This design comes from an exercise in tuning for small area on the open sky130 flow, not from production work. Function was checked by simulation only, so behaviour that the tests miss may differ from the original. No activity file was given, so power comes from the tool's default toggle rates.

## maple
==> flow/design.v <==
package calc_pkg;
  localparam int DATA_W   = 32;
  localparam int IDX_W    = 4;
  localparam int TAG_W    = 2;
  localparam int CMD_W    = 4;
  localparam int RESP_W   = 2;
  localparam int SHAMT_W  = 5;
  localparam int NUM_REGS = 16;
  localparam logic [CMD_W-1:0] NOP   = 4'd0;
  localparam logic [CMD_W-1:0] ADD   = 4'd1;
  localparam logic [CMD_W-1:0] SUB   = 4'd2;
  localparam logic [CMD_W-1:0] SHL   = 4'd5;
  localparam logic [CMD_W-1:0] SHR   = 4'd6;
  localparam logic [CMD_W-1:0] STORE = 4'd9;
  localparam logic [CMD_W-1:0] FETCH = 4'd10;
  localparam logic [RESP_W-1:0] NONE = 2'd0;
  localparam logic [RESP_W-1:0] OK   = 2'd1;
  localparam logic [RESP_W-1:0] ERR  = 2'd2;
  localparam int OP_W = 3;
  localparam logic [OP_W-1:0] OP_NONE  = 3'd0;
  localparam logic [OP_W-1:0] OP_ADD   = 3'd1;
  localparam logic [OP_W-1:0] OP_SUB   = 3'd2;
  localparam logic [OP_W-1:0] OP_SHL   = 3'd3;
  localparam logic [OP_W-1:0] OP_SHR   = 3'd4;
  localparam logic [OP_W-1:0] OP_STORE = 3'd5;
  localparam logic [OP_W-1:0] OP_FETCH = 3'd6;
  localparam logic [OP_W-1:0] OP_ERR   = 3'd7;
  localparam int ENTRY_W = CMD_W + 3 * IDX_W + TAG_W + DATA_W;
endpackage
module calc_req_fifo (
  input  logic                           clk_i,
  input  logic                           rst_ni,
  input  logic                           en_i,
  input  logic [calc_pkg::CMD_W-1:0]     cmd_i,
  input  logic [calc_pkg::IDX_W-1:0]     d1_i,
  input  logic [calc_pkg::IDX_W-1:0]     d2_i,
  input  logic [calc_pkg::IDX_W-1:0]     r1_i,
  input  logic [calc_pkg::TAG_W-1:0]     tag_i,
  input  logic [calc_pkg::DATA_W-1:0]    data_i,
  output logic [calc_pkg::OP_W-1:0]      op_o,
  output logic [calc_pkg::NUM_REGS-1:0]  sel1_o,
  output logic [calc_pkg::NUM_REGS-1:0]  sel2_o,
  output logic [calc_pkg::IDX_W-1:0]     r1_o,
  output logic [calc_pkg::TAG_W-1:0]     tag_o,
  output logic [calc_pkg::DATA_W-1:0]    data_o
);
  logic [calc_pkg::OP_W-1:0] op_d;
  always_comb begin
    op_d = calc_pkg::OP_NONE;
    if (en_i) begin
      case (cmd_i)
        calc_pkg::NOP:   op_d = calc_pkg::OP_NONE;
        calc_pkg::ADD:   op_d = calc_pkg::OP_ADD;
        calc_pkg::SUB:   op_d = calc_pkg::OP_SUB;
        calc_pkg::SHL:   op_d = calc_pkg::OP_SHL;
        calc_pkg::SHR:   op_d = calc_pkg::OP_SHR;
        calc_pkg::STORE: op_d = calc_pkg::OP_STORE;
        calc_pkg::FETCH: op_d = calc_pkg::OP_FETCH;
        default:         op_d = calc_pkg::OP_ERR;
      endcase
    end
  end
  always_ff @(posedge clk_i or negedge rst_ni) begin
    if (!rst_ni) begin
      op_o <= calc_pkg::OP_NONE;
    end else begin
      op_o <= op_d;
    end
  end
  always_ff @(posedge clk_i) begin
    for (int i = 0; i < calc_pkg::NUM_REGS; i++) begin
      sel1_o[i] <= (d1_i == calc_pkg::IDX_W'(i));
      sel2_o[i] <= (d2_i == calc_pkg::IDX_W'(i));
    end
    r1_o   <= r1_i;
    tag_o  <= tag_i;
    data_o <= data_i;
  end
endmodule
import calc_pkg::*;
module calc_resp_engine (
  input  logic              c_clk,
  input  logic              reset_n,
  input  logic [CMD_W-1:0]  req_cmd,
  input  logic [IDX_W-1:0]  req_d1,
  input  logic [IDX_W-1:0]  req_d2,
  input  logic [IDX_W-1:0]  req_r1,
  input  logic [TAG_W-1:0]  req_tag,
  input  logic [DATA_W-1:0] req_data,
  output logic              req_ready,
  output logic [RESP_W-1:0] out_resp,
  output logic [TAG_W-1:0]  out_tag,
  output logic [DATA_W-1:0] out_data
);
  logic [OP_W-1:0]   op;
  logic [IDX_W-1:0]  head_r1;
  logic [TAG_W-1:0]  head_tag;
  logic [DATA_W-1:0] head_data;
  logic              req_ready_q;
  logic [RESP_W-1:0] resp_q, resp_d;
  logic [TAG_W-1:0]  tag_q;
  logic [DATA_W-1:0] data_q;
  logic              fetch_q;
  logic [DATA_W-1:0]   regs_q [NUM_REGS];
  logic                clr;
  logic [NUM_REGS-1:0] sel_a, sel_b, we, ld;
  logic [DATA_W-1:0]   op_a, op_b, wr_val;
  logic                wr_en;
  calc_req_fifo u_fifo (
    .clk_i  (c_clk),
    .rst_ni (reset_n),
    .en_i   (req_ready_q),
    .cmd_i  (req_cmd),
    .d1_i   (req_d1),
    .d2_i   (req_d2),
    .r1_i   (req_r1),
    .tag_i  (req_tag),
    .data_i (req_data),
    .op_o   (op),
    .sel1_o (sel_a),
    .sel2_o (sel_b),
    .r1_o   (head_r1),
    .tag_o  (head_tag),
    .data_o (head_data)
  );
  always_comb begin
    logic [DATA_W-1:0] acc_a, acc_b;
    acc_a = '0;
    acc_b = '0;
    for (int i = 0; i < NUM_REGS; i++) begin
      acc_a = acc_a | (regs_q[i] & {DATA_W{sel_a[i]}});
      acc_b = acc_b | (regs_q[i] & {DATA_W{sel_b[i]}});
    end
    op_a = acc_a;
    op_b = acc_b;
  end
  logic              is_sub;
  logic [DATA_W:0]   sum;
  assign is_sub = (op == OP_SUB);
  logic [DATA_W-1:0] add_b, add_g, add_p, add_c;
  logic [DATA_W/4:0] grp_c;
  assign add_b = op_b ^ {DATA_W{is_sub}};
  assign add_g = op_a & add_b;
  assign add_p = op_a ^ add_b;
  always_comb begin
    grp_c[0] = is_sub;
    for (int k = 0; k < DATA_W/4; k++) begin
      grp_c[k+1] = add_g[4*k+3]
                 | (add_p[4*k+3] & add_g[4*k+2])
                 | (add_p[4*k+3] & add_p[4*k+2] & add_g[4*k+1])
                 | (add_p[4*k+3] & add_p[4*k+2] & add_p[4*k+1] & add_g[4*k])
                 | (add_p[4*k+3] & add_p[4*k+2] & add_p[4*k+1] & add_p[4*k] & grp_c[k]);
    end
  end
  always_comb begin
    for (int k = 0; k < DATA_W/4; k++) begin
      add_c[4*k]   = grp_c[k];
      add_c[4*k+1] = add_g[4*k]   | (add_p[4*k]   & grp_c[k]);
      add_c[4*k+2] = add_g[4*k+1] | (add_p[4*k+1] & add_g[4*k])
                   | (add_p[4*k+1] & add_p[4*k] & grp_c[k]);
      add_c[4*k+3] = add_g[4*k+2] | (add_p[4*k+2] & add_g[4*k+1])
                   | (add_p[4*k+2] & add_p[4*k+1] & add_g[4*k])
                   | (add_p[4*k+2] & add_p[4*k+1] & add_p[4*k] & grp_c[k]);
    end
  end
  assign sum = {grp_c[DATA_W/4], add_p ^ add_c};
  logic              is_shl;
  logic [DATA_W-1:0] sh_in, sh_out, sh_rev, a_rev;
  assign is_shl = (op == OP_SHL);
  always_comb begin
    for (int j = 0; j < DATA_W; j++) begin
      a_rev[j] = op_a[DATA_W-1-j];
    end
  end
  assign sh_in  = is_shl ? a_rev : op_a;
  assign sh_out = sh_in >> op_b[SHAMT_W-1:0];
  always_comb begin
    for (int j = 0; j < DATA_W; j++) begin
      sh_rev[j] = sh_out[DATA_W-1-j];
    end
  end
  always_comb begin
    resp_d = NONE;
    wr_en  = 1'b0;
    wr_val = '0;
    case (op)
      OP_ADD: begin
        resp_d = sum[DATA_W] ? ERR : OK;
        wr_en  = !sum[DATA_W];
        wr_val = sum[DATA_W-1:0];
      end
      OP_SUB: begin
        resp_d = sum[DATA_W] ? OK : ERR;
        wr_en  = sum[DATA_W];
        wr_val = sum[DATA_W-1:0];
      end
      OP_SHL: begin
        resp_d = OK;
        wr_en  = 1'b1;
        wr_val = sh_rev;
      end
      OP_SHR: begin
        resp_d = OK;
        wr_en  = 1'b1;
        wr_val = sh_out;
      end
      OP_STORE: begin
        resp_d = OK;
        wr_en  = 1'b1;
        wr_val = head_data;
      end
      OP_FETCH: resp_d = OK;
      OP_ERR:   resp_d = ERR;
      default:  resp_d = NONE;
    endcase
  end
  always_comb begin
    for (int i = 0; i < NUM_REGS; i++) begin
      we[i] = wr_en && (head_r1 == IDX_W'(i));
      ld[i] = we[i] || clr;
    end
  end
  assign clr = !req_ready_q;
  always_ff @(posedge c_clk or negedge reset_n) begin
    if (!reset_n) begin
      req_ready_q <= 1'b0;
      resp_q      <= NONE;
      fetch_q     <= 1'b0;
    end else begin
      req_ready_q <= 1'b1;
      resp_q      <= resp_d;
      fetch_q     <= (op == OP_FETCH);
    end
  end
  always_ff @(posedge c_clk) begin
    tag_q  <= head_tag;
    data_q <= op_a;
    for (int i = 0; i < NUM_REGS; i++) begin
      if (ld[i]) begin
        regs_q[i] <= wr_val;
      end
    end
  end
  assign req_ready = req_ready_q;
  assign out_resp  = resp_q;
  assign out_tag   = tag_q & {TAG_W{resp_q != NONE}};
  assign out_data  = data_q & {DATA_W{fetch_q}};
endmodule
Settings: LEC_CHECK=0, CAP_MARGIN=20, CORE_MARGIN=2, CORE_UTILIZATION=30, SLEW_MARGIN=20; clock period 10.0 ns.
standard.sh (not shown) runs the stock make flow with config.mk's settings and CLKGATE_MAP_FILE= SYNTH_SCRIPT=/design/flow/synth_recipe.tcl, a recipe that flattens the netlist after the stock synthesis.
==> flow/flow/run.sh <==
#!/bin/bash
# Own layout flow: the standard flow (standard.sh, synthesis included)
# with two changes: the port buffers use the smallest buffer cell, and the
# clock tree uses clkbuf_8 sink clusters of at most 16 sinks, without dummy
# loads. The full make output goes to flow_make.log here; ORFS writes each
# step's own log under orfs/logs.
set -euo pipefail
export BUFFER_PORTS_ARGS="-buffer_cell sky130_fd_sc_hd__buf_1"
export CTS_ARGS="-sink_clustering_enable -repair_clock_nets -dont_use_dummy_load -buf_list sky130_fd_sc_hd__clkbuf_8 -sink_clustering_size 16 -sink_clustering_max_diameter 70"
bash standard.sh > flow_make.log 2>&1
Here is what was changed in the inputs of tundra compared with maple.
--- a/flow/design.v
+++ b/flow/design.v
@@ -64,21 +64,31 @@
     if (!rst_ni) begin
       op_o <= calc_pkg::OP_NONE;
     end else begin
       op_o <= op_d;
     end
   end
+  logic [calc_pkg::DATA_W-1:0] payload_d, payload_q;
+  always_comb begin
+    if (cmd_i == calc_pkg::STORE) begin
+      payload_d = data_i;
+    end else begin
+      for (int i = 0; i < calc_pkg::NUM_REGS; i++) begin
+        payload_d[calc_pkg::NUM_REGS+i] = (d1_i == calc_pkg::IDX_W'(i));
+        payload_d[i]                    = (d2_i == calc_pkg::IDX_W'(i));
+      end
+    end
+  end
   always_ff @(posedge clk_i) begin
-    for (int i = 0; i < calc_pkg::NUM_REGS; i++) begin
-      sel1_o[i] <= (d1_i == calc_pkg::IDX_W'(i));
-      sel2_o[i] <= (d2_i == calc_pkg::IDX_W'(i));
-    end
-    r1_o   <= r1_i;
-    tag_o  <= tag_i;
-    data_o <= data_i;
-  end
+    r1_o      <= r1_i;
+    tag_o     <= tag_i;
+    payload_q <= payload_d;
+  end
+  assign data_o = payload_q;
+  assign sel1_o = payload_q[2*calc_pkg::NUM_REGS-1:calc_pkg::NUM_REGS];
+  assign sel2_o = payload_q[calc_pkg::NUM_REGS-1:0];
 endmodule
 import calc_pkg::*;
 module calc_resp_engine (
   input  logic              c_clk,
   input  logic              reset_n,
   input  logic [CMD_W-1:0]  req_cmd,
Findings:
Area fraction in and, or, nand and nor cells after synthesis: tundra > maple
Cell area after technology mapping delta for tundra relative to maple: about 0.9% lower
Compared with maple, tundra shows a higher met1 track demand over resource.
Run comparison: maple top routing layer in use met5; tundra top routing layer in use met4
Compared with maple, in tundra clock power share fell by 4.3 points, iteration-0 DRC count of the detailed router climbed 314, combinational fraction of design power shows an increase of 11 points.
Die area went down slightly going from maple to tundra.
Per the comparison of tundra with maple, net count reported at finish +102; utilization ~0 delta; via count of the routed design +759; worst relative slew slack -4.3 points.
Compared with maple, in tundra count of non-CTS buffers in the layout saw an increase; total power draw saw an increase.

-- what the ideal ports hide --
The results above use ideal ports. As a check the final layouts listed here were re-extracted and re-timed, cells and wires unchanged.
Step 1: set_driving_cell puts a clkbuf_16 on c_clk and a buf_2 on each other input, an assumption about the parent block.
Step 2 also shifts input and output timing later by t, the mid clock arrival at the registers, as if the neighbouring blocks saw the same clock.
Slacks: ideal ports / drivers / drivers and shift; pairs: ideal ports / drivers.
run	t, ns	slack for setup (ns)	worst hold slack (ns)	worst setup path at the end	clock arrival spread, ns
maple	0.728	3.739 / 3.739 / 3.739	0.324 / 0.324 / 0.324	register to register	0.141 / 0.141
tundra	0.712	3.479 / 3.479 / 3.479	0.269 / 0.269 / 0.269	register to register	0.056 / 0.055
After both steps setup and hold are still met in every run listed.
